From an optimization exercise on the open Yosys and OpenROAD flow, aimed at small area, a short achievable clock period and few clock cycles per item; shortcuts taken in it are not production practice. The RTL was checked by simulation tests, not by an equivalence proof against the original design. Power and IR drop assume default switching activity.

==> design/flow/design.v <==
`timescale 1ns / 1ps
package zmrp_pkg;
  localparam int KEY_BITS = 64;
  localparam int KEY_W    = 64;
  localparam int PAGE_W   = 32;
  localparam int RCNT_W   = 32;
  localparam int PSUM_W   = 48;
  localparam int REASON_W = 3;
  localparam int DATA_W    = 64;
  localparam int ADDR_W    = 6;
  localparam int REG_IDX_W = 3;
  localparam int QUEUE_DEPTH = 2;
  localparam int QPTR_W      = $clog2(QUEUE_DEPTH);
  localparam int QCNT_W      = $clog2(QUEUE_DEPTH + 1);
  localparam logic [REASON_W-1:0] REASON_PRUNED       = 3'd0;
  localparam logic [REASON_W-1:0] REASON_NO_VERSION   = 3'd1;
  localparam logic [REASON_W-1:0] REASON_NO_SECURITY  = 3'd2;
  localparam logic [REASON_W-1:0] REASON_META_MISSING = 3'd3;
  localparam logic [REASON_W-1:0] REASON_STALE        = 3'd4;
  localparam logic [REASON_W-1:0] REASON_INCOMPATIBLE = 3'd5;
  localparam logic [REASON_W-1:0] REASON_NO_BOUNDS    = 3'd6;
  localparam logic [REASON_W-1:0] REASON_NO_PROOF     = 3'd7;
  localparam logic [REG_IDX_W-1:0] REG_LOWER_KEY    = 3'd0;
  localparam logic [REG_IDX_W-1:0] REG_UPPER_KEY    = 3'd1;
  localparam logic [REG_IDX_W-1:0] REG_LOWER_EN     = 3'd2;
  localparam logic [REG_IDX_W-1:0] REG_UPPER_EN     = 3'd3;
  localparam logic [REG_IDX_W-1:0] REG_LOWER_INCL   = 3'd4;
  localparam logic [REG_IDX_W-1:0] REG_UPPER_INCL   = 3'd5;
  localparam logic [REG_IDX_W-1:0] REG_VERSION_PLAN = 3'd6;
  localparam logic [REG_IDX_W-1:0] REG_SECURE_PLAN  = 3'd7;
  typedef struct packed {
    logic [KEY_W-1:0] lower_bound_key;
    logic [KEY_W-1:0] upper_bound_key;
    logic             lower_enable;
    logic             upper_enable;
    logic             lower_incl;
    logic             upper_incl;
    logic             version_recheck_planned;
    logic             security_recheck_planned;
  } cfg_t;
  typedef struct packed {
    logic                pruned;
    logic [REASON_W-1:0] reason_code;
    logic [PAGE_W-1:0]   page_span;
  } cls_t;
endpackage
`timescale 1ns / 1ps
import zmrp_pkg::*;
module zmrp_front (
  input  logic [zmrp_pkg::KEY_W-1:0]    ranges_range_min_key,
  input  logic [zmrp_pkg::KEY_W-1:0]    ranges_range_max_key,
  input  logic                          ranges_min_known,
  input  logic                          ranges_max_known,
  input  logic                          ranges_min_incl,
  input  logic                          ranges_max_incl,
  input  logic                          ranges_type_conflict,
  input  logic                          ranges_meta_present,
  input  logic                          ranges_meta_current,
  input  logic                          ranges_pred_compatible,
  input  zmrp_pkg::cfg_t                cfg,
  output logic                          pruned,
  output logic [zmrp_pkg::REASON_W-1:0] reason_code
);
  function automatic logic lt_or_tie(input logic [KEY_W-1:0] a,
                                     input logic [KEY_W-1:0] b,
                                     input logic             tie);
    logic [KEY_W-1:0] g;
    logic [KEY_W-1:0] p;
    g = b & ~a;
    p = b | ~a;
    for (int s = 1; s < KEY_W; s = s * 2) begin
      for (int i = 0; i < KEY_W; i = i + 2 * s) begin
        g[i+2*s-1] = g[i+2*s-1] | (p[i+2*s-1] & g[i+s-1]);
        p[i+2*s-1] = p[i+2*s-1] & p[i+s-1];
      end
    end
    lt_or_tie = g[KEY_W-1] | (p[KEY_W-1] & tie);
  endfunction
  logic below_lower;
  logic above_upper;
  logic excluded;
  assign below_lower = lt_or_tie(ranges_range_max_key, cfg.lower_bound_key,
                                 !ranges_max_incl || !cfg.lower_incl);
  assign above_upper = lt_or_tie(cfg.upper_bound_key, ranges_range_min_key,
                                 !ranges_min_incl || !cfg.upper_incl);
  assign excluded    = (cfg.lower_enable && below_lower) ||
                       (cfg.upper_enable && above_upper);
  always_comb begin
    pruned = 1'b0;
    if (!cfg.version_recheck_planned) begin
      reason_code = REASON_NO_VERSION;
    end else if (!cfg.security_recheck_planned) begin
      reason_code = REASON_NO_SECURITY;
    end else if (!ranges_meta_present) begin
      reason_code = REASON_META_MISSING;
    end else if (!ranges_meta_current) begin
      reason_code = REASON_STALE;
    end else if (!ranges_pred_compatible) begin
      reason_code = REASON_INCOMPATIBLE;
    end else if (!ranges_min_known || !ranges_max_known) begin
      reason_code = REASON_NO_BOUNDS;
    end else if (!ranges_type_conflict && excluded) begin
      pruned      = 1'b1;
      reason_code = REASON_PRUNED;
    end else begin
      reason_code = REASON_NO_PROOF;
    end
  end
endmodule
`timescale 1ns / 1ps
import zmrp_pkg::*;
module zmrp_queue (
  input  logic            clk,
  input  logic            rst,
  input  logic            in_valid,
  output logic            in_ready,
  input  zmrp_pkg::cls_t  din,
  output logic            out_valid,
  input  logic            out_ready,
  output zmrp_pkg::cls_t  dout
);
  logic           valid;
  zmrp_pkg::cls_t data;
  assign in_ready  = !valid || out_ready;
  assign out_valid = valid;
  assign dout      = data;
  always_ff @(posedge clk) begin
    if (rst) begin
      valid <= 1'b0;
    end else if (in_ready) begin
      valid <= in_valid;
    end
  end
  always_ff @(posedge clk) begin
    if (in_ready) begin
      data <= din;
    end
  end
endmodule
`timescale 1ns / 1ps
import zmrp_pkg::*;
module zmrp_back (
  input  logic                          clk,
  input  logic                          rst,
  input  logic                          in_valid,
  output logic                          in_ready,
  input  zmrp_pkg::cls_t                head,
  output logic                          results_valid,
  input  logic                          results_ready,
  output logic                          results_pruned,
  output logic [zmrp_pkg::REASON_W-1:0] results_reason_code,
  output logic [zmrp_pkg::RCNT_W-1:0]   results_ranges_pruned_total,
  output logic [zmrp_pkg::RCNT_W-1:0]   results_ranges_scanned_total,
  output logic [zmrp_pkg::PSUM_W-1:0]   results_pages_pruned_total,
  output logic [zmrp_pkg::PSUM_W-1:0]   results_pages_scanned_total,
  output logic                          results_any_pruned_flag
);
  logic                out_valid;
  logic                pruned;
  logic [REASON_W-1:0] reason_code;
  logic [RCNT_W-1:0]   pruned_range_count;
  logic [RCNT_W-1:0]   scanned_range_count;
  logic [PSUM_W-1:0]   pruned_page_sum;
  logic [PSUM_W-1:0]   scanned_page_sum;
  logic                seen_prune;
  logic                pop;
  logic                to_pruned;
  logic                to_scanned;
  logic [RCNT_W-1:0]   pruned_count_next;
  logic [RCNT_W-1:0]   scanned_count_next;
  logic [PSUM_W-1:0]   pruned_sum_next;
  logic [PSUM_W-1:0]   scanned_sum_next;
  assign in_ready = !out_valid || results_ready;
  assign pop      = in_valid && in_ready;
  assign to_pruned  = pop && head.pruned;
  assign to_scanned = pop && !head.pruned;
  function automatic logic [PSUM_W-1:0] add_sat(input logic [PSUM_W-1:0] q,
                                                input logic [PAGE_W-1:0] a);
    logic [PAGE_W-1:0]      g;
    logic [PAGE_W-1:0]      p;
    logic [PAGE_W-1:0]      x;
    logic [PSUM_W:PAGE_W]   run;
    logic [PSUM_W-1:0]      sum;
    x = q[PAGE_W-1:0] ^ a;
    g = q[PAGE_W-1:0] & a;
    p = q[PAGE_W-1:0] | a;
    for (int s = 1; s < PAGE_W; s = s * 2) begin
      for (int i = 0; i < PAGE_W; i = i + 1) begin
        if ((i & s) != 0) begin
          g[i] = g[i] | (p[i] & g[(i & ~(s - 1)) - 1]);
          p[i] = p[i] & p[(i & ~(s - 1)) - 1];
        end
      end
    end
    sum[0] = x[0];
    for (int i = 1; i < PAGE_W; i = i + 1) begin
      sum[i] = x[i] ^ g[i-1];
    end
    run[PAGE_W] = 1'b1;
    for (int i = PAGE_W; i < PSUM_W; i = i + 1) begin
      run[i+1] = run[i] & q[i];
      sum[i]   = q[i] ^ (g[PAGE_W-1] & run[i]);
    end
    add_sat = sum | {PSUM_W{g[PAGE_W-1] & run[PSUM_W]}};
  endfunction
  always_comb begin
    pruned_count_next  = (pruned_range_count == '1) ? pruned_range_count
                                                    : pruned_range_count + 1'b1;
    scanned_count_next = (scanned_range_count == '1) ? scanned_range_count
                                                     : scanned_range_count + 1'b1;
    pruned_sum_next    = add_sat(pruned_page_sum, head.page_span);
    scanned_sum_next   = add_sat(scanned_page_sum, head.page_span);
  end
  always_ff @(posedge clk) begin
    if (rst) begin
      out_valid           <= 1'b0;
      pruned_range_count  <= '0;
      scanned_range_count <= '0;
      pruned_page_sum     <= '0;
      scanned_page_sum    <= '0;
      seen_prune          <= 1'b0;
    end else begin
      if (in_ready) begin
        out_valid <= in_valid;
      end
      if (to_pruned) begin
        pruned_range_count <= pruned_count_next;
        pruned_page_sum    <= pruned_sum_next;
        seen_prune         <= 1'b1;
      end
      if (to_scanned) begin
        scanned_range_count <= scanned_count_next;
        scanned_page_sum    <= scanned_sum_next;
      end
    end
  end
  always_ff @(posedge clk) begin
    if (pop) begin
      pruned      <= head.pruned;
      reason_code <= head.reason_code;
    end
  end
  assign results_valid                = out_valid;
  assign results_pruned               = pruned;
  assign results_reason_code          = reason_code;
  assign results_ranges_pruned_total  = pruned_range_count;
  assign results_ranges_scanned_total = scanned_range_count;
  assign results_pages_pruned_total   = pruned_page_sum;
  assign results_pages_scanned_total  = scanned_page_sum;
  assign results_any_pruned_flag      = seen_prune;
endmodule
`timescale 1ns / 1ps
import zmrp_pkg::*;
module zone_map_range_pruner (
  input  logic                          clk,
  input  logic                          rst,
  input  logic                          psel,
  input  logic                          penable,
  input  logic                          pwrite,
  input  logic [zmrp_pkg::ADDR_W-1:0]   paddr,
  input  logic [zmrp_pkg::DATA_W-1:0]   pwdata,
  output logic [zmrp_pkg::DATA_W-1:0]   prdata,
  output logic                          pready,
  input  logic                          ranges_valid,
  output logic                          ranges_ready,
  input  logic [zmrp_pkg::KEY_W-1:0]    ranges_range_min_key,
  input  logic [zmrp_pkg::KEY_W-1:0]    ranges_range_max_key,
  input  logic                          ranges_min_known,
  input  logic                          ranges_max_known,
  input  logic                          ranges_min_incl,
  input  logic                          ranges_max_incl,
  input  logic                          ranges_type_conflict,
  input  logic                          ranges_meta_present,
  input  logic                          ranges_meta_current,
  input  logic                          ranges_pred_compatible,
  input  logic [zmrp_pkg::PAGE_W-1:0]   ranges_page_span,
  output logic                          results_valid,
  input  logic                          results_ready,
  output logic                          results_pruned,
  output logic [zmrp_pkg::REASON_W-1:0] results_reason_code,
  output logic [zmrp_pkg::RCNT_W-1:0]   results_ranges_pruned_total,
  output logic [zmrp_pkg::RCNT_W-1:0]   results_ranges_scanned_total,
  output logic [zmrp_pkg::PSUM_W-1:0]   results_pages_pruned_total,
  output logic [zmrp_pkg::PSUM_W-1:0]   results_pages_scanned_total,
  output logic                          results_any_pruned_flag
);
  zmrp_pkg::cfg_t       cfg;
  logic                 cfg_wr;
  logic [REG_IDX_W-1:0] reg_idx;
  logic [7:0]           rd_sel;
  logic                 cls_pruned;
  logic [REASON_W-1:0]  cls_reason;
  zmrp_pkg::cls_t       cls;
  zmrp_pkg::cls_t       head;
  logic                 head_valid;
  logic                 head_ready;
  assign pready  = 1'b1;
  assign cfg_wr  = psel && penable && pwrite;
  assign reg_idx = paddr[ADDR_W-1:3];
  always_ff @(posedge clk) begin
    if (rst) begin
      cfg <= '0;
    end else if (cfg_wr) begin
      case (reg_idx)
        REG_LOWER_KEY:    cfg.lower_bound_key          <= pwdata[KEY_W-1:0];
        REG_UPPER_KEY:    cfg.upper_bound_key          <= pwdata[KEY_W-1:0];
        REG_LOWER_EN:     cfg.lower_enable             <= pwdata[0];
        REG_UPPER_EN:     cfg.upper_enable             <= pwdata[0];
        REG_LOWER_INCL:   cfg.lower_incl               <= pwdata[0];
        REG_UPPER_INCL:   cfg.upper_incl               <= pwdata[0];
        REG_VERSION_PLAN: cfg.version_recheck_planned  <= pwdata[0];
        REG_SECURE_PLAN:  cfg.security_recheck_planned <= pwdata[0];
        default:          cfg                          <= cfg;
      endcase
    end
  end
  always_ff @(posedge clk) begin
    rd_sel <= 8'b1 << reg_idx;
  end
  always_comb begin
    prdata    = ({DATA_W{rd_sel[REG_LOWER_KEY]}} & DATA_W'(cfg.lower_bound_key)) |
                ({DATA_W{rd_sel[REG_UPPER_KEY]}} & DATA_W'(cfg.upper_bound_key));
    prdata[0] = prdata[0] |
                (rd_sel[REG_LOWER_EN]     && cfg.lower_enable) |
                (rd_sel[REG_UPPER_EN]     && cfg.upper_enable) |
                (rd_sel[REG_LOWER_INCL]   && cfg.lower_incl) |
                (rd_sel[REG_UPPER_INCL]   && cfg.upper_incl) |
                (rd_sel[REG_VERSION_PLAN] && cfg.version_recheck_planned) |
                (rd_sel[REG_SECURE_PLAN]  && cfg.security_recheck_planned);
  end
  zmrp_front u_front (
    .ranges_range_min_key   (ranges_range_min_key),
    .ranges_range_max_key   (ranges_range_max_key),
    .ranges_min_known       (ranges_min_known),
    .ranges_max_known       (ranges_max_known),
    .ranges_min_incl        (ranges_min_incl),
    .ranges_max_incl        (ranges_max_incl),
    .ranges_type_conflict   (ranges_type_conflict),
    .ranges_meta_present    (ranges_meta_present),
    .ranges_meta_current    (ranges_meta_current),
    .ranges_pred_compatible (ranges_pred_compatible),
    .cfg                    (cfg),
    .pruned                 (cls_pruned),
    .reason_code            (cls_reason)
  );
  assign cls.pruned      = cls_pruned;
  assign cls.reason_code = cls_reason;
  assign cls.page_span   = ranges_page_span;
  zmrp_queue u_queue (
    .clk       (clk),
    .rst       (rst),
    .in_valid  (ranges_valid),
    .in_ready  (ranges_ready),
    .din       (cls),
    .out_valid (head_valid),
    .out_ready (head_ready),
    .dout      (head)
  );
  zmrp_back u_back (
    .clk                          (clk),
    .rst                          (rst),
    .in_valid                     (head_valid),
    .in_ready                     (head_ready),
    .head                         (head),
    .results_valid                (results_valid),
    .results_ready                (results_ready),
    .results_pruned               (results_pruned),
    .results_reason_code          (results_reason_code),
    .results_ranges_pruned_total  (results_ranges_pruned_total),
    .results_ranges_scanned_total (results_ranges_scanned_total),
    .results_pages_pruned_total   (results_pages_pruned_total),
    .results_pages_scanned_total  (results_pages_scanned_total),
    .results_any_pruned_flag      (results_any_pruned_flag)
  );
endmodule
==> design/flow/flow/run.sh <==
#!/bin/bash
# Layout flow: the standard synthesis, then the combinational logic is
# mapped again by ABC for delay (the registers stay as the standard synthesis
# made them, with the same names and cells), then the standard ORFS layout
# with the port buffers made of plain buf_1 cells.
set -euo pipefail
WORK=$(pwd)
R=$WORK/orfs/results/sky130hd/zone_map_range_pruner/base
PORTBUF="BUFFER_PORTS_ARGS=-buffer_cell sky130_fd_sc_hd__buf_1"
DELAY_PS=$(cat flow/abc_delay_ps)

# 1. standard synthesis, up to the Yosys netlist
bash standard.sh "$PORTBUF" "$R/1_2_yosys.v" > standard_synth.log 2>&1
cp "$R/1_2_yosys.v" "$R/1_2_yosys_standard.v"

# 2. map the combinational logic again, registers kept as they are
LIB=$FLOW_HOME/platforms/sky130hd/lib/sky130_fd_sc_hd__tt_025C_1v80.lib
SEQ=$(grep -oE 'cell \("?sky130_fd_sc_hd__(df|edf|sdf|dl|sdl|ebuf|einv|lpflow|conb)[a-z0-9_]*' "$LIB" \
      | sed 's/cell ("\{0,1\}//' | sort -u | tr '\n' ' ')
DONT=$(grep -oE 'sky130_fd_sc_hd__[a-z0-9_]+' "$FLOW_HOME/platforms/sky130hd/config.mk" \
       | sort -u | sed 's/^/-dont_use /' | tr '\n' ' ')
cat > resynth.ys <<EOS
read_liberty -ignore_miss_func $LIB
blackbox $SEQ
read_verilog $R/1_2_yosys_standard.v
hierarchy -top $FLOW_TOP
flatten
opt_clean
abc -liberty $LIB $DONT -script +strash;dch,-f;map,-D,$DELAY_PS;topo;buffer,-p;upsize,-D,$DELAY_PS;dnsize,-D,$DELAY_PS
opt_clean -purge
hilomap -singleton -hicell sky130_fd_sc_hd__conb_1 HI -locell sky130_fd_sc_hd__conb_1 LO
splitnets
opt_clean -purge
insbuf -buf sky130_fd_sc_hd__buf_4 A X
select $FLOW_TOP
write_verilog -noattr -noexpr -nohex -nodec -selected $R/1_2_yosys.v
select -clear
stat -liberty $LIB
EOS
yosys -s resynth.ys > resynth.log 2>&1
touch "$R/1_2_yosys.v"

# 3. the standard layout from the new netlist
EXTRA=()
if [[ -f flow/pre_resize.tcl ]]; then EXTRA+=("PRE_RESIZE_TCL=$WORK/flow/pre_resize.tcl"); fi
if [[ -f flow/make_vars ]]; then while read -r v; do [[ -n "$v" ]] && EXTRA+=("$v"); done < flow/make_vars; fi
bash standard.sh "$PORTBUF" "${EXTRA[@]}" finish > standard_layout.log 2>&1
==> design/flow/flow/abc_delay_ps <==
1500
==> design/flow/flow/pre_resize.tcl <==
set_max_fanout 12 [current_design]
==> design/flow/standard.sh <==
#!/bin/bash
# synth_recipe.tcl (not shown) runs the flow's synth.tcl, then flattens the netlist and writes it again
# the make line also repeats each setting of config.mk as NAME=value (left out here)
make -C /OpenROAD-flow-scripts/flow DESIGN_CONFIG=/design/flow/config.mk WORK_HOME=/design/flow/orfs CLKGATE_MAP_FILE= SYNTH_SCRIPT=/design/flow/synth_recipe.tcl "${@:-finish}"
==> design/flow/config.mk <==
export PLATFORM = sky130hd
export DESIGN_NAME = zone_map_range_pruner
export DESIGN_NICKNAME = zone_map_range_pruner
export VERILOG_FILES = /design/flow/design.v
export SDC_FILE = /design/flow/constraint.sdc
export NUM_CORES = 4
export LEC_CHECK = 0
export CAP_MARGIN = 20
export CORE_MARGIN = 2
export CORE_UTILIZATION = 60
export SETUP_SLACK_MARGIN = 2.0
export SLEW_MARGIN = 20
==> design/flow/constraint.sdc <==
create_clock -name core_clock -period 5.0 [get_ports {clk}]
set_input_delay 1.0000 -clock core_clock [delete_from_list [all_inputs] [get_ports {clk}]]
set_output_delay 1.0000 -clock core_clock [all_outputs]
set_load 0.01 [all_outputs]
==> impl_metrics.toml, run 1 <==
[drt]
vias = 20049
route.detailed.drc = 0
wl_mm = 62.03
drt-wirelength-per-cell_um = 17.80
via_per_inst = 5.755
drt_pass1_iterations = 6
dr.first_iter.drc_count = 1288
ant_nets = 0

[worst_setup_path]
start_kind = "flip-flop"
worstSetupEndpointType = "primary output"
cp_cell_sequence = "inv_2 > buf_4 > buf_6 > buf_4 > buf_6 > o22ai_1 > clkbuf_2"
cp.arrival_ns = 1.96
slowest_delay_ns = 0.35
path_class = "flip-flop to primary output"
crit_slowest_cell = "dfxtp_1"
worstPathRequired_ns = 4.00
worst-path-max-fanout = 12

[timing]
setup_ws_ns = 2.039
fmax_ghz = 0.3377
timing.slew.headroom_pct = 48.91
setup_violations = 0
worst_clock_skew_ns = 0.01542
tns_ns = 0
final_hold_viol_count = 0
worstMarginPinSlew_ns = 0.7593
fin_crit_sh_pct = 59.23
rsz0062_at_grt = "true"
slew_viol_final = 0
finalCriticalPeriod_ns = 2.961

[place]
hpwl_mm = 47.90
place_area_um2 = 20990
place_ws_ns = -0.9461
dp.cells = 3382
gp_congestion = 0.9901
portBuffers = 472

[power_and_ir_drop]
cellPowerDensity_nw_per_um2 = 291.8
vdd.ir_drop.worst_v = 0.0002747
leakage_uw = 0.008733

[synth]
synth_nets = 2893
yosysWarnings = 4
synthCells = 2648
netlist_area_um2 = 19260
synth.avg_cell_area_um2 = 7.272

[clock_tree]
insertion_delay_ns = 0.53
root_buffer = "clkbuf_16"
numCtsBuffers = 40
ctsLongestPathBuffers = 3
htreeDepth = 2
cts_tree = "done"
cts.clk_slew.worst_paths_ns = 0.06
clock-sinks = 345

[global_route]
grt_start_max_net_pins = 15
grt_pass1_vias = 18724
grt_usage_pct = 35.58
grt_overflow = 0
antenna_found_initial = 9
grt_pass1_wl_mm = 95.92

[final_layout]
area_growth_syn_to_layout_pct = 17.62
fin_area_um2 = 22650
layout-drive-gt1-share_pct = 9.476
num-fill-cells = 2711
final_cell_mix = "457 x buf_1, 319 x inv_1, 304 x dfxtp_1"
final_common_cell = "buf_1"
fin_nets = 3286
stdcell_count = 3484

[min_path]
hold_class = "flip-flop to flip-flop"

[die]
die_height_um = 183.1
die_area_um2 = 33540
dieWidth_um = 183.1
core_um2 = 31560
std_cell_rows = 65
initial_core_util_pct = 61.02
io_pins = 477

[flow_run]
drv_cap = 0

[status]
outcome = "no timing/DRC/antenna violations"
[layer usage]
metal	share of wire, %	vias up	global-route usage, %
met5	0.058	-	0
met4	6.4	6	21.15
met2	46	899	59.02
li1	-	9769	-
met3	8.8	218	7.546
met1	39	9157	42.58
[worst max-delay path, delay by kind of cell (launching register included)]
family                 cells  cell delay (ns)
buffers and inverters      6             0.91
DFF                        1             0.35
AOI/OAI and AO/OA          1             0.17
[sequential cells by signal, indices dropped and copies added, names as in the netlist, 3 cells and up]
register and count:
u_queue.data 36, u_back.scanned_page_sum 48, u_back.pruned_range_count 32, u_back.reason_code 3, rd_sel 8, cfg 134
u_back.scanned_range_count 32, u_back.pruned_page_sum 48
[cell type report]
| type | instances | area, um2 | share of cell area [%] |
|---|---|---|---|
| inverters | 370 | 1396 | 6.165 |
| repair buffers | 594 | 2898 | 12.79 |
| clock buffers | 58 | 1191 | 5.259 |
| diodes | 11 | 27.53 | 0.1215 |
| multi-input cells | 1690 | 9191 | 40.58 |
| flip-flops and latches | 345 | 7308 | 32.27 |
| well taps | 402 | 503.0 | 2.221 |
| clock inverters | 14 | 132.6 | 0.5856 |
[worst paths after layout]
| path | from | to | slack [ns] | depth (start not counted) |
|---|---|---|---|---|
| worst max register to register | u_queue.data[1] | u_back.scanned_page_sum[19] | 2.08 | 17 |
| worst min-delay path | u_queue.data[34] | u_back.reason_code[2] | 0.42 | 0 |
| worst max-delay path | rd_sel[0] | prdata[54] | 2.04 | 7 |
| worst min register to register | u_queue.data[34] | u_back.reason_code[2] | 0.42 | 0 |
[what timing repair did]
item                                    4_1_cts  5_1_grt
gates resized for setup                     183       63
endpoints found under the setup margin      320      201
pin swaps                                     3       10
setup buffers                                 6       13
hold buffers                                  0        0
[where the power goes]
part,switching [uW],leakage [uW],internal [uW]
clock,1190,0.000652,1760
sequential,61.9,0.00289,2860
combinational,456,0.00520,272
total,1710,0.00873,4900
[metrics by stage]
step,power (uW),hold slack (ns),utilization (%)
5_1_grt,6827,0.4220,71.72
3_3_place_gp,3607,0.4034,63.65
3_5_place_dp,3676,0.4054,66.51
4_1_cts,6586,0.4192,71.08
2_1_floorplan,3430,0.4003,-
6_report,6608,0.4176,71.77
Testbench counts, summed over its fixed seeds: cycles 16,064, items 16,000.
==> run 2, diff against run 1 <==
--- a/design/flow/config.mk
+++ b/design/flow/config.mk
@@ -7,6 +7,7 @@
 export LEC_CHECK = 0
 export CAP_MARGIN = 20
 export CORE_MARGIN = 2
-export CORE_UTILIZATION = 60
+export CORE_UTILIZATION = 40
+export CTS_BUF_LIST = sky130_fd_sc_hd__clkbuf_4 sky130_fd_sc_hd__clkbuf_8
 export SETUP_SLACK_MARGIN = 2.0
 export SLEW_MARGIN = 20
==> impl_metrics.toml, run 2 <==
[global_route]
grt_most_used_layer = "met2"
grt_use_met3_pct = 6.756
grt_util_met1_pct = 31.08
grt_start_max_net_pins = 13
antenna_found_initial = 7
grt_usage_pct = 25.36
grt_util_met2_pct = 42.74
grt_pass1_wl_mm = 100.7
grt_pass1_vias = 18790
grt_overflow = 0

[timing]
timing.slew.headroom_pct = 47.98
setup_violations = 0
final_hold_viol_count = 0
fmax_ghz = 0.3402
fin_hold_ws_ns = 0.4583
finalCriticalPeriod_ns = 2.939
worstMarginPinSlew_ns = 0.7732
worst_clock_skew_ns = 0.02290
rsz0062_at_grt = "true"
slew_viol_final = 0
fin_crit_sh_pct = 58.78

[die]
std_cell_rows = 80
initial_core_util_pct = 40.41
die_height_um = 223.4
core_um2 = 47650
die_area_um2 = 49910
dieWidth_um = 223.4
io_pins = 477

[clock_tree]
insertion_delay_ns = 0.63
cts_tree = "done"
cts.clk_slew.worst_paths_ns = 0.06
root_buffer = "clkbuf_8"
htreeDepth = 3
clock-sinks = 345
ctsLongestPathBuffers = 3
numCtsBuffers = 66

[final_layout]
top_register = "cfg"
register_area_um2 = 7311
num-fill-cells = 4815
final_common_cell = "buf_1"
multiInputGateArea_um2 = 9231
fin_nets = 3312
layout-drive-gt1-share_pct = 12.10
final_cell_mix = "444 x buf_1, 319 x inv_1, 302 x dfxtp_1"
largestRegisters = "cfg x134, u_back.pruned_page_sum x48, u_back.scanned_page_sum x48"
stdcell_count = 3734
largest_register_ff_count = 134
area_growth_syn_to_layout_pct = 19.38

[min_path]
min_from = "u_queue.data[34]"
hold_class = "flip-flop to flip-flop"

[drt]
dr.first_iter.drc_count = 1392
ant_nets = 0
route.detailed.drc = 0
vias = 19970
via_per_inst = 5.348
wl_mm = 65.87
drt_pass1_iterations = 5
drt-wirelength-per-cell_um = 17.64

[synth]
netlist_area_um2 = 19260
synth.avg_cell_area_um2 = 7.272
synth_nets = 2893
yosysWarnings = 4
synthCells = 2648

[place]
hpwl_mm = 51.56
dp.cells = 3597
gp_congestion = 0.9057
portBuffers = 472

[worst_setup_path]
worstSetupEndpointType = "flip-flop"
start_kind = "primary input"
cp-startpoint = "rst"
path_class = "primary input to flip-flop"
worstPathRequired_ns = 5.55
cp.arrival_ns = 3.49
r2r-start = "u_queue.data[1]"
worst-path-max-fanout = 12

[power_and_ir_drop]
vdd.ir_drop.worst_v = 0.0001792
cellPowerDensity_nw_per_um2 = 284.8
leakage_uw = 0.008868

[status]
outcome = "no timing/DRC/antenna violations"

[flow_run]
drv_cap = 0
## run 2: where the power goes
| part | switching [uW] | internal (uW) | total [uW] |
|---|---|---|---|
| Sequential | 60.0 | 2870 | 2930 |
| Combinational | 464 | 272 | 736 |
| Clock | 1260 | 1620 | 2880 |
## run 2: cell type report
type                       count  share of cell area [%]
sequential                   345                   31.80
tap                          615                   3.347
inverter                     370                   6.085
clock buffer                 102                   5.563
clock inverter                14                  0.2885
antenna                        4                 0.04354
timing repair buffer         594                   12.71
multi-input combinational   1690                   40.16
## run 2: worst paths after layout
check | cells after the start | slack [ns] | end
max | 9 | 2.06 | u_back.pruned_page_sum[15]
min | 0 | 0.46 | u_back.reason_code[2]
max reg2reg | 17 | 2.13 | u_back.scanned_page_sum[3]
min reg2reg | 0 | 0.46 | u_back.reason_code[2]
## run 2: what timing repair did
action	4_1_cts	5_1_grt
hold buffers	0	0
resized for setup	303	72
setup endpoints to repair	355	214
buffers inserted	5	12
pin swaps	1	6
## run 2: metrics by stage
| step | util, % | total power [uW] | worst slack, ns | cell area, um2 | setup TNS, ns |
|---|---|---|---|---|---|
| finish | 48.25 | 6546 | 2.061 | 22990 | 0 |
| global placement | 42.73 | 3623 | 1.466 | 20360 | 0 |
| detailed placement | 44.68 | 3694 | -2.060 | 21290 | -113.67 |
| CTS | 47.81 | 6595 | 1.998 | 22780 | 0 |
| global route | 48.25 | 6816 | 1.953 | 22990 | 0 |
| floorplan | - | 3430 | 2.078 | 19260 | 0 |
## run 2: layer usage
layer | vias up | routed length [um]
li1 | 9790 | -
met1 | 9337 | 27190
met2 | 700 | 31200
met3 | 139 | 5376
met4 | 4 | 2088
met5 | - | 19
## run 2: critical path, cell delays in order
cell	delay, ns
clkbuf_4	0.15
buf_2	0.28
inv_6	0.13
clkdlybuf4s15_2	0.33
buf_12	0.13
buf_2	0.29
clkdlybuf4s50_1	0.81
o21ai_0	0.17
a41oi_1	0.19
==> run 3, diff against run 2 <==
--- a/design/flow/design.v
+++ b/design/flow/design.v
@@ -39,8 +39,10 @@
     logic             security_recheck_planned;
   } cfg_t;
   typedef struct packed {
-    logic                pruned;
-    logic [REASON_W-1:0] reason_code;
+    logic                below;           
+    logic                above;           
+    logic [REASON_W-1:0] meta_code;       
+    logic                type_conflict;
     logic [PAGE_W-1:0]   page_span;
   } cls_t;
 endpackage
@@ -53,13 +55,13 @@
   input  logic                          ranges_max_known,
   input  logic                          ranges_min_incl,
   input  logic                          ranges_max_incl,
-  input  logic                          ranges_type_conflict,
   input  logic                          ranges_meta_present,
   input  logic                          ranges_meta_current,
   input  logic                          ranges_pred_compatible,
   input  zmrp_pkg::cfg_t                cfg,
-  output logic                          pruned,
-  output logic [zmrp_pkg::REASON_W-1:0] reason_code
+  output logic                          below,
+  output logic                          above,
+  output logic [zmrp_pkg::REASON_W-1:0] meta_code
 );
   function automatic logic lt_or_tie(input logic [KEY_W-1:0] a,
                                      input logic [KEY_W-1:0] b,
@@ -76,34 +78,21 @@
     end
     lt_or_tie = g[KEY_W-1] | (p[KEY_W-1] & tie);
   endfunction
-  logic below_lower;
-  logic above_upper;
-  logic excluded;
-  assign below_lower = lt_or_tie(ranges_range_max_key, cfg.lower_bound_key,
-                                 !ranges_max_incl || !cfg.lower_incl);
-  assign above_upper = lt_or_tie(cfg.upper_bound_key, ranges_range_min_key,
-                                 !ranges_min_incl || !cfg.upper_incl);
-  assign excluded    = (cfg.lower_enable && below_lower) ||
-                       (cfg.upper_enable && above_upper);
+  assign below = lt_or_tie(ranges_range_max_key, cfg.lower_bound_key,
+                           !ranges_max_incl || !cfg.lower_incl);
+  assign above = lt_or_tie(cfg.upper_bound_key, ranges_range_min_key,
+                           !ranges_min_incl || !cfg.upper_incl);
   always_comb begin
-    pruned = 1'b0;
-    if (!cfg.version_recheck_planned) begin
-      reason_code = REASON_NO_VERSION;
-    end else if (!cfg.security_recheck_planned) begin
-      reason_code = REASON_NO_SECURITY;
-    end else if (!ranges_meta_present) begin
-      reason_code = REASON_META_MISSING;
+    if (!ranges_meta_present) begin
+      meta_code = REASON_META_MISSING;
     end else if (!ranges_meta_current) begin
-      reason_code = REASON_STALE;
+      meta_code = REASON_STALE;
     end else if (!ranges_pred_compatible) begin
-      reason_code = REASON_INCOMPATIBLE;
+      meta_code = REASON_INCOMPATIBLE;
     end else if (!ranges_min_known || !ranges_max_known) begin
-      reason_code = REASON_NO_BOUNDS;
-    end else if (!ranges_type_conflict && excluded) begin
-      pruned      = 1'b1;
-      reason_code = REASON_PRUNED;
+      meta_code = REASON_NO_BOUNDS;
     end else begin
-      reason_code = REASON_NO_PROOF;
+      meta_code = REASON_NO_PROOF;
     end
   end
 endmodule
@@ -145,6 +134,7 @@
   input  logic                          in_valid,
   output logic                          in_ready,
   input  zmrp_pkg::cls_t                head,
+  input  zmrp_pkg::cfg_t                cfg,
   output logic                          results_valid,
   input  logic                          results_ready,
   output logic                          results_pruned,
@@ -170,10 +160,28 @@
   logic [RCNT_W-1:0]   scanned_count_next;
   logic [PSUM_W-1:0]   pruned_sum_next;
   logic [PSUM_W-1:0]   scanned_sum_next;
+  logic                head_pruned;
+  logic [REASON_W-1:0] head_reason;
+  always_comb begin
+    head_pruned = 1'b0;
+    if (!cfg.version_recheck_planned) begin
+      head_reason = REASON_NO_VERSION;
+    end else if (!cfg.security_recheck_planned) begin
+      head_reason = REASON_NO_SECURITY;
+    end else if (head.meta_code != REASON_NO_PROOF) begin
+      head_reason = head.meta_code;
+    end else if (!head.type_conflict &&
+                 ((cfg.lower_enable && head.below) || (cfg.upper_enable && head.above))) begin
+      head_pruned = 1'b1;
+      head_reason = REASON_PRUNED;
+    end else begin
+      head_reason = REASON_NO_PROOF;
+    end
+  end
   assign in_ready = !out_valid || results_ready;
   assign pop      = in_valid && in_ready;
-  assign to_pruned  = pop && head.pruned;
-  assign to_scanned = pop && !head.pruned;
+  assign to_pruned  = pop && head_pruned;
+  assign to_scanned = pop && !head_pruned;
   function automatic logic [PSUM_W-1:0] add_sat(input logic [PSUM_W-1:0] q,
                                                 input logic [PAGE_W-1:0] a);
     logic [PAGE_W-1:0]      g;
@@ -236,8 +244,8 @@
   end
   always_ff @(posedge clk) begin
     if (pop) begin
-      pruned      <= head.pruned;
-      reason_code <= head.reason_code;
+      pruned      <= head_pruned;
+      reason_code <= head_reason;
     end
   end
   assign results_valid                = out_valid;
@@ -288,8 +296,6 @@
   logic                 cfg_wr;
   logic [REG_IDX_W-1:0] reg_idx;
   logic [7:0]           rd_sel;
-  logic                 cls_pruned;
-  logic [REASON_W-1:0]  cls_reason;
   zmrp_pkg::cls_t       cls;
   zmrp_pkg::cls_t       head;
   logic                 head_valid;
@@ -335,16 +341,15 @@
     .ranges_max_known       (ranges_max_known),
     .ranges_min_incl        (ranges_min_incl),
     .ranges_max_incl        (ranges_max_incl),
-    .ranges_type_conflict   (ranges_type_conflict),
     .ranges_meta_present    (ranges_meta_present),
     .ranges_meta_current    (ranges_meta_current),
     .ranges_pred_compatible (ranges_pred_compatible),
     .cfg                    (cfg),
-    .pruned                 (cls_pruned),
-    .reason_code            (cls_reason)
+    .below                  (cls.below),
+    .above                  (cls.above),
+    .meta_code              (cls.meta_code)
   );
-  assign cls.pruned      = cls_pruned;
-  assign cls.reason_code = cls_reason;
+  assign cls.type_conflict = ranges_type_conflict;
   assign cls.page_span   = ranges_page_span;
   zmrp_queue u_queue (
     .clk       (clk),
@@ -362,6 +367,7 @@
     .in_valid                     (head_valid),
     .in_ready                     (head_ready),
     .head                         (head),
+    .cfg                          (cfg),
     .results_valid                (results_valid),
     .results_ready                (results_ready),
     .results_pruned               (results_pruned),
--- a/design/flow/config.mk
+++ b/design/flow/config.mk
@@ -8,6 +8,5 @@
 export CAP_MARGIN = 20
 export CORE_MARGIN = 2
 export CORE_UTILIZATION = 40
-export CTS_BUF_LIST = sky130_fd_sc_hd__clkbuf_4 sky130_fd_sc_hd__clkbuf_8
 export SETUP_SLACK_MARGIN = 2.0
 export SLEW_MARGIN = 20
==> impl_metrics.toml, run 3 <==
[drt]
drt_pass1_iterations = 8
ant_nets = 0
dr.first_iter.drc_count = 1307
drt-wirelength-per-cell_um = 18.47
wl_mm = 68.48
vias = 20187
route.detailed.drc = 0
via_per_inst = 5.444

[clock_tree]
htreeDepth = 2
root_buffer = "clkbuf_16"
cts.clk_slew.worst_paths_ns = 0.06
cts_tree = "done"
numCtsBuffers = 42
insertion_delay_ns = 0.56
ctsLongestPathBuffers = 3
clock-sinks = 347

[global_route]
grt_pass1_wl_mm = 103.3
antenna_found_initial = 8
grt_start_max_net_pins = 13
grt_overflow = 0
grt_usage_pct = 26.05
grt_pass1_vias = 18896

[final_layout]
num-fill-cells = 4814
stdcell_count = 3708
largest_register_ff_count = 134
layout-drive-gt1-share_pct = 9.786
multiInputGateArea_um2 = 9425
fin_nets = 3301
final_common_cell = "buf_1"
final_cell_mix = "450 x buf_1, 355 x inv_1, 303 x nand2_1, 303 x dfxtp_1, 282 x nor2_1"
area_growth_syn_to_layout_pct = 19.59
largestRegisters = "cfg x134, u_back.pruned_page_sum x48, u_back.scanned_page_sum x48"
fin_util_pct = 48.65
register_area_um2 = 7370
top_register = "cfg"

[die]
die_height_um = 224.6
std_cell_rows = 80
io_pins = 477
initial_core_util_pct = 40.68
dieWidth_um = 224.6
core_um2 = 47850
die_area_um2 = 50440

[synth]
synth_nets = 2907
synthCells = 2662
synth.avg_cell_area_um2 = 7.311
yosysWarnings = 4
netlist_area_um2 = 19460

[place]
portBuffers = 472
gp_congestion = 0.9159
hpwl_mm = 53.85
dp.cells = 3610

[timing]
worst_clock_skew_ns = 0.01473
finalCriticalPeriod_ns = 2.973
timing.slew.headroom_pct = 43.33
setup_violations = 0
worstMarginPinSlew_ns = 0.8501
fmax_ghz = 0.3364
slew_viol_final = 0
rsz0062_at_grt = "true"
final_hold_viol_count = 0
fin_crit_sh_pct = 59.45

[worst_setup_path]
worstPathRequired_ns = 4.00
path_class = "flip-flop to primary output"
start_kind = "flip-flop"
worst-path-max-fanout = 12
cp.arrival_ns = 1.97
worst-r2r-cell-count = 14
worstSetupEndpointType = "primary output"

[min_path]
hold_depth = 2
hold_class = "flip-flop to flip-flop"

[flow_run]
drv_cap = 0

[power_and_ir_drop]
power_uw = 6753
cellPowerDensity_nw_per_um2 = 290.1
vdd.ir_drop.worst_v = 0.0002195
leakage_uw = 0.008951

[status]
outcome = "no timing/DRC/antenna violations"
-- run 3: area by class of cell --
class | count | area share, %
Inverter | 364 | 5.892
Multi-Input combinational cell | 1707 | 40.50
Antenna cell | 7 | 0.07526
Sequential cell | 347 | 31.66
Clock buffer | 71 | 5.688
Timing Repair Buffer | 594 | 12.70
Clock inverter | 3 | 0.1774
Tap cell | 615 | 3.306
-- run 3: report_power, final --
| part | switching (uW) | total (uW) | internal (uW) |
|---|---|---|---|
| clock network | 1230 | 3070 | 1840 |
| logic | 466 | 740 | 274 |
| registers | 61.3 | 2950 | 2890 |
| total | 1750 | 6750 | 5000 |
-- run 3: what timing repair did --
action,CTS,global route
setup buffers,6,11
cloned,0,0
hold buffers,0,0
pin swaps,2,6
endpoints found under the setup margin,370,145
gates resized for setup,309,80
-- run 3: critical path, stage by stage (launching register included) --
cell and delay, ns:
dfxtp_2 0.34, inv_2 0.05, buf_8 0.15, buf_12 0.13, buf_4 0.13, buf_8 0.14, buf_12 0.16, o22ai_4 0.15
buf_6 0.14
-- run 3: through the flow --
stage | hold WS [ns] | instance area (um2) | TNS, ns | worst slack [ns]
floorplan | 0.4426 | 19460 | 0 | 2.035
global placement | 0.4646 | 20570 | 0 | 1.420
detailed placement | 0.4704 | 21510 | -99.95 | -1.579
CTS | 0.4833 | 23040 | 0 | 1.954
global route | 0.5155 | 23270 | 0 | 1.869
finish | 0.4837 | 23270 | 0 | 2.027
-- run 3: worst paths after layout --
kind,slack [ns],to,startpoint
worst min register to register,0.48,u_back.pruned_range_count[12],u_back.pruned_range_count[12]
worst max register to register,2.09,u_back.pruned_page_sum[30],u_back.pruned_page_sum[32]
worst max-delay path,2.03,prdata[28],rd_sel[1]
worst min-delay path,0.48,u_back.pruned_range_count[12],u_back.pruned_range_count[12]
-- run 3: routing by layer --
metal	track usage, %	part of all wire, %	wire length [um]	up-vias
li1	-	-	-	9842
met1	29.90	40	27060	9418
met2	44.55	47	32470	770
met3	6.780	8.2	5644	153
met4	13.67	4.8	3280	4
met5	0	0.034	23	-
Testbench counts of run 3, summed over its fixed seeds: cycles 16,064, items 16,000.
==> run 4, diff against run 3 <==
--- a/design/flow/config.mk
+++ b/design/flow/config.mk
@@ -8,5 +8,5 @@
 export CAP_MARGIN = 20
 export CORE_MARGIN = 2
 export CORE_UTILIZATION = 40
-export SETUP_SLACK_MARGIN = 2.0
+export SETUP_SLACK_MARGIN = 2.4
 export SLEW_MARGIN = 20
==> impl_metrics.toml, run 4 <==
[timing]
setup_violations = 0
fin_crit_sh_pct = 57.55
fmax_ghz = 0.3475
rsz0062_at_grt = "true"
final_hold_viol_count = 0
timing.slew.headroom_pct = 35.81
finalCriticalPeriod_ns = 2.878
worstMarginPinSlew_ns = 0.9527
tns_ns = 0
slew_viol_final = 0
fin_hold_ws_ns = 0.4818
worst_clock_skew_ns = 0.03015

[flow_run]
drv_cap = 0

[synth]
yosysWarnings = 4
synthCells = 2662
synth.avg_cell_area_um2 = 7.311
synth_nets = 2907
netlist_area_um2 = 19460

[die]
std_cell_rows = 80
die_area_um2 = 50440
die_height_um = 224.6
core_um2 = 47850
initial_core_util_pct = 40.68
dieWidth_um = 224.6
io_pins = 477

[drt]
route.detailed.drc = 0
dr.first_iter.drc_count = 1514
wl_mm = 73.26
vias = 21050
drt-wirelength-per-cell_um = 19.26
drt_pass1_iterations = 7
via_per_inst = 5.535
ant_nets = 0

[final_layout]
layout-drive-gt1-share_pct = 19.83
final_cell_mix = "401 x buf_1, 350 x inv_1, 300 x dfxtp_1"
fin_util_pct = 54.51
top_register = "cfg"
largestRegisters = "cfg x134, u_back.pruned_page_sum x48, u_back.scanned_page_sum x48"
stdcell_count = 3803
multiInputGateArea_um2 = 10880
fin_nets = 3391
area_growth_syn_to_layout_pct = 34.01
register_area_um2 = 7376
fin_area_um2 = 26080
final_common_cell = "buf_1"
num-fill-cells = 4488
largest_register_ff_count = 134

[worst_setup_path]
r2r_slack_ns = 2.20
slowest_delay_ns = 0.34
worstSetupEndpointType = "primary output"
worst-path-max-fanout = 7
crit_path_frequent_cell = "buf_12"
worstPathRequired_ns = 4.00
cp.arrival_ns = 1.88
crit_slowest_cell = "dfxtp_2"
cp_cell_sequence = "inv_2 > buf_6 > buf_4 > buf_12 > buf_12 > o22ai_4 > buf_2"
worst-r2r-cell-count = 20
path_class = "flip-flop to primary output"
r2r-start = "u_queue.data[0]"
worst_r2r_endpoint = "u_back.pruned_page_sum[24]"
start_kind = "flip-flop"

[global_route]
antenna_found_initial = 14
grt_pass1_wl_mm = 107.5
grt_usage_pct = 27.21
grt_overflow = 0
grt_start_max_net_pins = 13
grt_pass1_vias = 19415

[min_path]
min_from = "u_back.pruned_page_sum[37]"
holdPathEnd = "u_back.pruned_page_sum[37]"
hold_depth = 2
hold_class = "flip-flop to flip-flop"

[place]
portBuffers = 472
hpwl_mm = 54.58
place_area_um2 = 21510
gp_congestion = 0.9166
dp.cells = 3607

[clock_tree]
cts.clk_slew.worst_paths_ns = 0.06
root_buffer = "clkbuf_16"
ctsHoldBuffers = 0
ctsLongestPathBuffers = 3
insertion_delay_ns = 0.58
htreeDepth = 2
numCtsBuffers = 42
clock-sinks = 347
cts_tree = "done"

[power_and_ir_drop]
cellPowerDensity_nw_per_um2 = 266.8
leakage_uw = 0.01030
vdd.ir_drop.worst_v = 0.0002487

[status]
outcome = "no timing/DRC/antenna violations"
==> run 4: metal layers <==
layer / part of all wire (%) / GRT usage, % / up-vias / routed length (um)
met5: 0.052 / 0 / - / 38
met2: 48 / 45.65 / 866 / 35030
met4: 4.8 / 12.86 / 6 / 3527
li1: - / - / 10044 / -
met1: 38 / 32.00 / 9930 / 28120
met3: 8.9 / 7.877 / 204 / 6550
==> run 4: repair_timing <==
| item | in CTS | in global routing |
|---|---|---|
| gates cloned | 6 | 3 |
| pin swaps | 56 | 94 |
| resized for setup | 540 | 381 |
| setup endpoints to repair | 387 | 290 |
| buffers inserted | 51 | 50 |
| endpoints found under the hold margin | 0 | 0 |
==> run 4: worst max-delay path by stage <==
stage	start	end	slack [ns]	depth (start not counted)
after floorplan	ranges_range_max_key[2]	u_queue.data[37]	2.40	11
after global placement	results_ready	u_back.scanned_page_sum[22]	1.32	10
after detailed placement	results_ready	u_back.pruned_page_sum[27]	-2.74	15
after CTS	rd_sel[0]	prdata[12]	2.10	8
after global routing	rd_sel[0]	prdata[46]	2.05	7
final	rd_sel[0]	prdata[46]	2.12	7
==> run 4: report_power, final <==
group / internal [uW] / total [uW] / switching (uW)
logic: 338 / 870 / 532
clock network: 1870 / 3140 / 1270
registers: 2880 / 2950 / 63.7
==> run 4: metrics by stage <==
step | worst slack (ns) | power [uW]
detailed placement | -2.743 | 3721
floorplan | 2.402 | 3454
global route | 2.049 | 7209
CTS | 2.098 | 6916
finish | 2.122 | 6958
global placement | 1.315 | 3650
==> run 4: critical path: cells and delay by family (launching register included) <==
kind | cells | cell delay [ns]
DFF | 1 | 0.34
AOI/OAI and AO/OA | 1 | 0.19
buffers and inverters | 6 | 0.77
==> run 4: layout make-up <==
class | instances | share of cell area, %
Multi-Input combinational cell | 1708 | 41.73
Sequential cell | 347 | 28.28
Timing Repair Buffer | 683 | 16.34
Inverter | 364 | 5.282
Clock buffer | 61 | 4.610
Tap cell | 615 | 2.950
Clock inverter | 14 | 0.7004
Antenna cell | 11 | 0.1055
==> run 5, diff against run 4 <==
--- a/design/flow/flow/run.sh
+++ b/design/flow/flow/run.sh
@@ -17,8 +17,11 @@
 LIB=$FLOW_HOME/platforms/sky130hd/lib/sky130_fd_sc_hd__tt_025C_1v80.lib
 SEQ=$(grep -oE 'cell \("?sky130_fd_sc_hd__(df|edf|sdf|dl|sdl|ebuf|einv|lpflow|conb)[a-z0-9_]*' "$LIB" \
       | sed 's/cell ("\{0,1\}//' | sort -u | tr '\n' ' ')
-DONT=$(grep -oE 'sky130_fd_sc_hd__[a-z0-9_]+' "$FLOW_HOME/platforms/sky130hd/config.mk" \
-       | sort -u | sed 's/^/-dont_use /' | tr '\n' ' ')
+DONT=$(sed -n '/^export DONT_USE_CELLS/,/^#/p' "$FLOW_HOME/platforms/sky130hd/config.mk" \
+       | grep -oE 'sky130_fd_sc_hd__[a-z0-9_]+' | sort -u | sed 's/^/-dont_use /' | tr '\n' ' ')
+if [[ -f flow/extra_dont_use ]]; then
+  DONT="$DONT $(sed 's/^/-dont_use /' flow/extra_dont_use | tr '\n' ' ')"
+fi
 cat > resynth.ys <<EOS
 read_liberty -ignore_miss_func $LIB
 blackbox $SEQ
@@ -43,5 +46,10 @@
 # 3. the standard layout from the new netlist
 EXTRA=()
 if [[ -f flow/pre_resize.tcl ]]; then EXTRA+=("PRE_RESIZE_TCL=$WORK/flow/pre_resize.tcl"); fi
+if [[ -f flow/extra_dont_use ]]; then
+  PLAT_DONT=$(sed -n '/^export DONT_USE_CELLS/,/^#/p' "$FLOW_HOME/platforms/sky130hd/config.mk" \
+              | grep -oE 'sky130_fd_sc_hd__[a-z0-9_]+' | tr '\n' ' ')
+  EXTRA+=("DONT_USE_CELLS=$PLAT_DONT $(tr '\n' ' ' < flow/extra_dont_use)")
+fi
 if [[ -f flow/make_vars ]]; then while read -r v; do [[ -n "$v" ]] && EXTRA+=("$v"); done < flow/make_vars; fi
 bash standard.sh "$PORTBUF" "${EXTRA[@]}" finish > standard_layout.log 2>&1
==> design/flow/flow/extra_dont_use (new file) <==
sky130_fd_sc_hd__clkdlybuf4s15_1
sky130_fd_sc_hd__clkdlybuf4s15_2
sky130_fd_sc_hd__clkdlybuf4s18_1
sky130_fd_sc_hd__clkdlybuf4s18_2
sky130_fd_sc_hd__clkdlybuf4s25_1
sky130_fd_sc_hd__clkdlybuf4s25_2
sky130_fd_sc_hd__clkdlybuf4s50_1
sky130_fd_sc_hd__clkdlybuf4s50_2
sky130_fd_sc_hd__dlygate4sd1_1
sky130_fd_sc_hd__dlygate4sd2_1
sky130_fd_sc_hd__dlygate4sd3_1
sky130_fd_sc_hd__dlymetal6s2s_1
sky130_fd_sc_hd__dlymetal6s4s_1
sky130_fd_sc_hd__dlymetal6s6s_1
--- a/design/flow/config.mk
+++ b/design/flow/config.mk
@@ -8,5 +8,5 @@
 export CAP_MARGIN = 20
 export CORE_MARGIN = 2
 export CORE_UTILIZATION = 40
-export SETUP_SLACK_MARGIN = 2.4
+export SETUP_SLACK_MARGIN = 2.3
 export SLEW_MARGIN = 20
==> impl_metrics.toml, run 5 <==
[worst_setup_path]
cp-startpoint = "rd_sel[0]"
path_class = "flip-flop to primary output"
start_kind = "flip-flop"
worstSetupEndpointType = "primary output"
slowest_delay_ns = 0.33
crit_slowest_cell = "dfxtp_2"
cp.arrival_ns = 1.78
worstPathRequired_ns = 4.00
cp_cell_sequence = "inv_2 > buf_12 > buf_12 > buf_12 > buf_16 > o22ai_4 > buf_6"
worst-path-max-fanout = 6
r2r-start = "u_queue.data[9]"
crit_path_frequent_cell = "buf_12"

[final_layout]
fin_nets = 3414
stdcell_count = 3825
register_area_um2 = 7380
area_growth_syn_to_layout_pct = 30.48
top_register = "cfg"
final_cell_mix = "492 x buf_1, 350 x inv_1, 297 x dfxtp_1"
largest_register_ff_count = 134
final_common_cell = "buf_1"
num-fill-cells = 4542
layout-drive-gt1-share_pct = 16.81
multiInputGateArea_um2 = 10530
fin_area_um2 = 25390
largestRegisters = "cfg x134, u_back.pruned_page_sum x48, u_back.scanned_page_sum x48"

[global_route]
grt_pass1_wl_mm = 106.5
grt_pass1_vias = 19561
grt_usage_pct = 26.76
antenna_found_initial = 9
grt_start_max_net_pins = 14
grt_overflow = 0

[clock_tree]
htreeDepth = 2
clock-sinks = 347
cts.clk_slew.worst_paths_ns = 0.06
ctsLongestPathBuffers = 3
insertion_delay_ns = 0.58
root_buffer = "clkbuf_16"
ctsHoldBuffers = 0
numCtsBuffers = 42
cts_tree = "done"

[timing]
setup_ws_ns = 2.217
fmax_ghz = 0.3593
final_hold_viol_count = 0
rsz0062_at_grt = "true"
finalCriticalPeriod_ns = 2.783
timing.slew.headroom_pct = 37.02
fin_hold_ws_ns = 0.4796
fin_crit_sh_pct = 55.67
worstMarginPinSlew_ns = 0.9209
slew_viol_final = 0
setup_violations = 0
worst_clock_skew_ns = 0.02735
tns_ns = 0

[place]
dp.cells = 3609
portBuffers = 472
place_ws_ns = 0.2698
gp_congestion = 0.9134
place_area_um2 = 20900
hpwl_mm = 53.81

[drt]
vias = 20935
drt_pass1_iterations = 7
route.detailed.drc = 0
ant_nets = 0
drt-wirelength-per-cell_um = 18.73
dr.first_iter.drc_count = 1545
wl_mm = 71.63
via_per_inst = 5.473

[die]
initial_core_util_pct = 40.67
die_area_um2 = 50430
core_um2 = 47850
dieWidth_um = 224.6
io_pins = 477
std_cell_rows = 80
die_height_um = 224.6

[synth]
yosysWarnings = 4
synthCells = 2662
netlist_area_um2 = 19460
synth_nets = 2907
synth.avg_cell_area_um2 = 7.310

[min_path]
hold_class = "flip-flop to flip-flop"
min_from = "u_back.pruned_range_count[12]"

[status]
outcome = "no timing/DRC/antenna violations"

[flow_run]
drv_cap = 0

[power_and_ir_drop]
cellPowerDensity_nw_per_um2 = 274.7
leakage_uw = 0.009731
vdd.ir_drop.worst_v = 0.0002337
[run 5: path summary, 6_finish.rpt]
check,to,slack (ns),cells after the start
max,prdata[16],2.22,7
min,u_back.pruned_range_count[12],0.48,2
max reg2reg,u_back.scanned_page_sum[16],2.26,15
min reg2reg,u_back.pruned_range_count[12],0.48,2
[run 5: worst max-delay path, delay by kind of cell, from the launching register on]
kind,cells,cell delay [ns]
buf+inv,6,0.69
flops,1,0.33
compound gates,1,0.18
[run 5: stage by stage]
stage	power (uW)	util (%)
3_5_place_dp	3683	43.69
5_1_grt	7237	53.06
6_report	6976	53.07
2_1_floorplan	3452	-
3_3_place_gp	3640	42.97
4_1_cts	6934	49.64
[run 5: repair_timing]
action | in CTS | in global routing
resized for setup | 306 | 315
cloned | 7 | 5
setup endpoints to repair | 354 | 241
buffers inserted | 36 | 83
pin swaps | 41 | 100
endpoints found under the hold margin | 0 | 0
[run 5: layout make-up]
cell class / instances / share of cell area, %
Antenna cell: 9 / 0.08870
Clock buffer: 63 / 4.893
Clock inverter: 13 / 0.6702
Inverter: 364 / 5.411
Multi-Input combinational cell: 1708 / 41.46
Sequential cell: 347 / 29.06
Tap cell: 615 / 3.031
Timing Repair Buffer: 706 / 15.38
[run 5: layer usage]
metal / vias up / track usage [%] / wire length (um)
met1: 9828 / 31.10 / 27900
li1: 10077 / - / -
met4: 0 / 14.25 / 4002
met5: - / 0 / 0
met2: 840 / 45.79 / 34170
met3: 190 / 6.179 / 5554
[run 5: power breakdown]
part	switching (uW)	internal (uW)	leakage, uW
sequential	60.1	2880	0.00291
combinational	522	327	0.00613
clock	1260	1920	0.000691
==> run 6, diff against run 5 <==
--- a/design/flow/config.mk
+++ b/design/flow/config.mk
@@ -8,5 +8,5 @@
 export CAP_MARGIN = 20
 export CORE_MARGIN = 2
 export CORE_UTILIZATION = 40
-export SETUP_SLACK_MARGIN = 2.3
+export SETUP_SLACK_MARGIN = 1.7
 export SLEW_MARGIN = 20
==> impl_metrics.toml, run 6 <==
[synth]
synth_nets = 2907
netlist_area_um2 = 19460
synth.avg_cell_area_um2 = 7.310
yosysWarnings = 4
synthCells = 2662

[global_route]
grt_overflow = 0
grt_start_max_net_pins = 13
grt_pass1_wl_mm = 100.9
grt_usage_pct = 25.50
antenna_found_initial = 6
grt_pass1_vias = 18808

[drt]
drt-wirelength-per-cell_um = 18.17
wl_mm = 66.88
vias = 20058
drt_pass1_iterations = 5
ant_nets = 0
route.detailed.drc = 0
dr.first_iter.drc_count = 1424
via_per_inst = 5.451

[timing]
worstMarginPinSlew_ns = 1.057
timing.slew.headroom_pct = 29.50
tns_ns = 0
finalCriticalPeriod_ns = 3.210
rsz0062_at_grt = "false"
worst_clock_skew_ns = 0.02765
slew_viol_final = 0
setup_violations = 0
final_hold_viol_count = 0
fmax_ghz = 0.3116
fin_crit_sh_pct = 64.20

[die]
io_pins = 477
core_um2 = 47850
die_area_um2 = 50430
initial_core_util_pct = 40.67
dieWidth_um = 224.6
std_cell_rows = 80
die_height_um = 224.6

[power_and_ir_drop]
leakage_uw = 0.008412
vdd.ir_drop.worst_v = 0.0002017
cellPowerDensity_nw_per_um2 = 297.5

[clock_tree]
cts.clk_slew.worst_paths_ns = 0.06
insertion_delay_ns = 0.57
cts_tree = "done"
root_buffer = "clkbuf_16"
ctsLongestPathBuffers = 3
ctsHoldBuffers = 0
htreeDepth = 2
clock-sinks = 347
numCtsBuffers = 41

[worst_setup_path]
path_buf_inv = 3
crit_slowest_cell = "buf_1"
path_class = "flip-flop to primary output"
worstSetupEndpointType = "primary output"
worst-path-max-fanout = 12
worstPathRequired_ns = 4.00
critPathTopFamily = "buffers and inverters"
cp.arrival_ns = 2.21
crit_path_frequent_cell = "buf_1"
slowest_delay_ns = 0.58
start_kind = "flip-flop"
cp_cell_sequence = "inv_2 > buf_1 > o22ai_1 > buf_1"

[final_layout]
largestRegisters = "cfg x134, u_back.pruned_page_sum x48, u_back.scanned_page_sum x48"
register_area_um2 = 7367
layout-drive-gt1-share_pct = 6.405
multiInputGateArea_um2 = 9184
top_register = "cfg"
fin_area_um2 = 22260
num-fill-cells = 4944
area_growth_syn_to_layout_pct = 14.38
largest_register_ff_count = 134
final_cell_mix = "534 x buf_1, 355 x inv_1, 305 x dfxtp_1"
final_common_cell = "buf_1"
fin_nets = 3277

[flow_run]
drv_cap = 0

[place]
portBuffers = 472
place_area_um2 = 20870
hpwl_mm = 52.84
gp_congestion = 0.9112

[min_path]
hold_class = "flip-flop to flip-flop"

[status]
outcome = "no timing/DRC/antenna violations"
## run 6: cell types whose count changed in the layout (fill, tap and decap cells not counted), moves of 22 or more
cell	before	now
buf_1	492	534
o22ai_4	44	0
buf_2	93	15
buf_12	22	0
buf_6	66	2
o22ai_1	32	94
nor2_1	257	285
## run 6: metal layers
metal	routed length, um	share of wire [%]	up-vias	track usage [%]
met5	14	0.021	-	0
met1	26770	40	9328	29.92
met2	31580	47	797	43.47
met4	3132	4.7	2	12.48
li1	-	-	9783	-
met3	5380	8.0	148	6.323
## run 6: tightest hold or removal path, stage by stage (launching register included)
cell and delay (ns):
dfxtp_1 0.32, nor2_1 0.05, nor2_1 0.07
## run 6: final cells by class
class / count / share of cell area, %
antenna: 5 / 0.05622
clock inverter: 8 / 0.4216
clock buffer: 63 / 5.431
inverter: 364 / 6.161
tap: 615 / 3.457
sequential: 347 / 33.10
multi-input combinational: 1707 / 41.26
timing repair buffer: 571 / 10.11
## run 6: metrics by stage
stage	cells	setup slack, ns	power [uW]	hold WS [ns]	utilization [%]
global placement	3519	1.278	3642	0.4543	42.97
detailed placement	3603	0.5448	3681	0.4597	43.62
global route	3680	1.711	6869	0.5153	46.52
finish	3680	1.790	6620	0.4682	46.52
CTS	3674	1.703	6671	0.4728	46.40
floorplan	2662	2.035	3452	0.4426	-
## run 6: path summary, 6_finish.rpt
check                         start  cells after the start  slack (ns)                         end
hold / removal    u_back.seen_prune                      2        0.47           u_back.seen_prune
setup reg to reg    u_queue.data[0]                     17        1.94  u_back.pruned_page_sum[18]
setup / recovery          rd_sel[1]                      4        1.79                  prdata[58]
hold reg to reg   u_back.seen_prune                      2        0.47           u_back.seen_prune
## run 6: repair_timing
item,in CTS,in global routing
endpoints found under the setup margin,171,109
buffers inserted,0,1
gates resized for setup,19,15
pin swaps,0,1
## run 6: report_power, final
part / internal, uW / total (uW) / switching, uW
Clock: 1760 / 2990 / 1230
Combinational: 241 / 687 / 446
Sequential: 2880 / 2950 / 61.6
Total: 4880 / 6620 / 1740
==> run 7, diff against run 6 <==
--- a/design/flow/config.mk
+++ b/design/flow/config.mk
@@ -8,5 +8,5 @@
 export CAP_MARGIN = 20
 export CORE_MARGIN = 2
 export CORE_UTILIZATION = 40
-export SETUP_SLACK_MARGIN = 1.7
+export SETUP_SLACK_MARGIN = 2.0
 export SLEW_MARGIN = 20
==> impl_metrics.toml, run 7 <==
[timing]
worstMarginPinSlew_ns = 1.051
tns_ns = 0
setup_violations = 0
finalCriticalPeriod_ns = 2.931
fin_crit_sh_pct = 58.62
slew_viol_final = 0
rsz0062_at_grt = "true"
final_hold_viol_count = 0
fmax_ghz = 0.3412
worst_clock_skew_ns = 0.02833
timing.slew.headroom_pct = 29.92

[place]
place_area_um2 = 20870
portBuffers = 472
hpwl_mm = 52.84
gp_congestion = 0.9112

[global_route]
grt_pass1_vias = 18823
grt_overflow = 0
grt_pass1_wl_mm = 101.1
antenna_found_initial = 6
grt_usage_pct = 25.54
grt_start_max_net_pins = 13

[power_and_ir_drop]
leakage_uw = 0.008566
vdd.ir_drop.worst_v = 0.0001931
cellPowerDensity_nw_per_um2 = 295.1

[final_layout]
layout-drive-gt1-share_pct = 7.527
final_common_cell = "buf_1"
top_register = "cfg"
num-fill-cells = 4943
fin_nets = 3286
fin_area_um2 = 22460
largest_register_ff_count = 134
final_cell_mix = "521 x buf_1, 354 x inv_1, 304 x dfxtp_1"
area_growth_syn_to_layout_pct = 15.44
largestRegisters = "cfg x134, u_back.pruned_page_sum x48, u_back.scanned_page_sum x48"

[synth]
yosysWarnings = 4
synth.avg_cell_area_um2 = 7.310
netlist_area_um2 = 19460
synth_nets = 2907
synthCells = 2662

[drt]
via_per_inst = 5.442
wl_mm = 67.23
route.detailed.drc = 0
drt_pass1_iterations = 6
ant_nets = 0
drt-wirelength-per-cell_um = 18.22
vias = 20077
dr.first_iter.drc_count = 1328

[clock_tree]
cts_tree = "done"
ctsHoldBuffers = 0
numCtsBuffers = 41
htreeDepth = 2
clock-sinks = 347
ctsLongestPathBuffers = 3
cts.clk_slew.worst_paths_ns = 0.06
insertion_delay_ns = 0.57
root_buffer = "clkbuf_16"

[die]
io_pins = 477
initial_core_util_pct = 40.67
dieWidth_um = 224.6
core_um2 = 47850
die_area_um2 = 50430
die_height_um = 224.6
std_cell_rows = 80

[worst_setup_path]
worst-path-max-fanout = 12
start_kind = "flip-flop"
path_class = "flip-flop to primary output"
worstPathRequired_ns = 4.00
cp.arrival_ns = 1.93
worstSetupEndpointType = "primary output"

[flow_run]
drv_cap = 0

[min_path]
hold_class = "flip-flop to flip-flop"

[status]
outcome = "no timing/DRC/antenna violations"
## run 7: final cells by class
cell class / count / area [um2] / share of cell area, %
Inverter: 364 / 1371 / 6.105
Clock inverter: 8 / 93.84 / 0.4177
Sequential cell: 347 / 7368 / 32.80
Antenna cell: 5 / 12.51 / 0.05570
Multi-Input combinational cell: 1707 / 9284 / 41.33
Clock buffer: 63 / 1209 / 5.380
Timing Repair Buffer: 580 / 2356 / 10.49
Tap cell: 615 / 769.5 / 3.425
## run 7: what timing repair did
action | 4_1_cts | 5_1_grt
resized for setup | 41 | 46
pin swaps | 1 | 5
endpoints found under the setup margin | 249 | 164
setup buffers | 2 | 8
## run 7: worst paths after layout
check             slack, ns              start  cells after the start                           to
setup / recovery       2.07          rd_sel[1]                      6                   prdata[20]
hold / removal         0.47  u_back.seen_prune                      2            u_back.seen_prune
setup reg to reg       2.12    u_queue.data[0]                     17  u_back.scanned_page_sum[45]
hold reg to reg        0.47  u_back.seen_prune                      2            u_back.seen_prune
## run 7: worst max-delay path, cell delays in order, from the launching register on
cell      delay, ns
dfxtp_1        0.32
inv_2          0.16
buf_6          0.20
buf_4          0.22
clkbuf_4       0.22
o22ai_1        0.10
clkbuf_2       0.14
## run 7: where the power goes
group	internal [uW]	switching (uW)
combinational	248	452
clock	1760	1230
sequential	2880	61.4
total	4890	1740
## run 7: metrics by stage
| stage | util, % | setup WS (ns) | std cells | hold slack, ns | total power (uW) |
|---|---|---|---|---|---|
| CTS | 46.52 | 1.888 | 3676 | 0.4728 | 6674 |
| detailed placement | 43.62 | 0.5448 | 3603 | 0.4597 | 3681 |
| floorplan | - | 2.035 | 2662 | 0.4426 | 3452 |
| global route | 46.95 | 1.932 | 3689 | 0.5085 | 6882 |
| global placement | 42.97 | 1.278 | 3519 | 0.4543 | 3642 |
| finish | 46.95 | 2.069 | 3689 | 0.4713 | 6630 |
## run 7: routing by layer
metal	wire (um)	up-vias	global-route usage, %
met5	14	-	0
met4	3267	2	12.48
met3	5497	159	6.323
met2	31640	747	43.61
met1	26810	9368	29.92
li1	-	9801	-

## separate check: timing with driven ports
In the flow no input, the clock included, has a driving cell. The finished layouts below were timed again as built, in two steps. Step 1, drivers: a clkbuf_16 drives clk and a buf_2 each remaining input, both assumed. Step 2 moves the port delays by t, midway between the first and last clock arrival at a register: inputs arrive t later, outputs are due t later. That takes back most of the time a late clock gives input paths. Slacks: no drivers / after step 1 / after step 2; pairs: no drivers / after step 1.
run | shift t [ns] | setup WS [ns] | worst register clock-pin slew, ns | pins driven straight from the clock port
run 1 | 0.579 | 2.039 / 1.979 / 1.509 | 0.06 / 0.06 | 1
run 2 | 0.672 | 2.061 / 2.015 / 1.419 | 0.06 / 0.06 | 1
run 3 | 0.617 | 2.027 / 1.968 / 1.462 | 0.06 / 0.06 | 1
run 4 | 0.622 | 2.122 / 2.065 / 1.581 | 0.06 / 0.06 | 1
run 5 | 0.617 | 2.217 / 2.165 / 1.681 | 0.06 / 0.06 | 1
run 6 | 0.613 | 1.790 / 1.731 / 1.354 | 0.06 / 0.06 | 1
run 7 | 0.614 | 2.069 / 2.010 / 1.559 | 0.06 / 0.06 | 1
After both steps setup and hold are still met in every run listed. The setup slack of run 2, which loses most, moves by -0.046 ns with the drivers and by -0.642 ns with both steps.
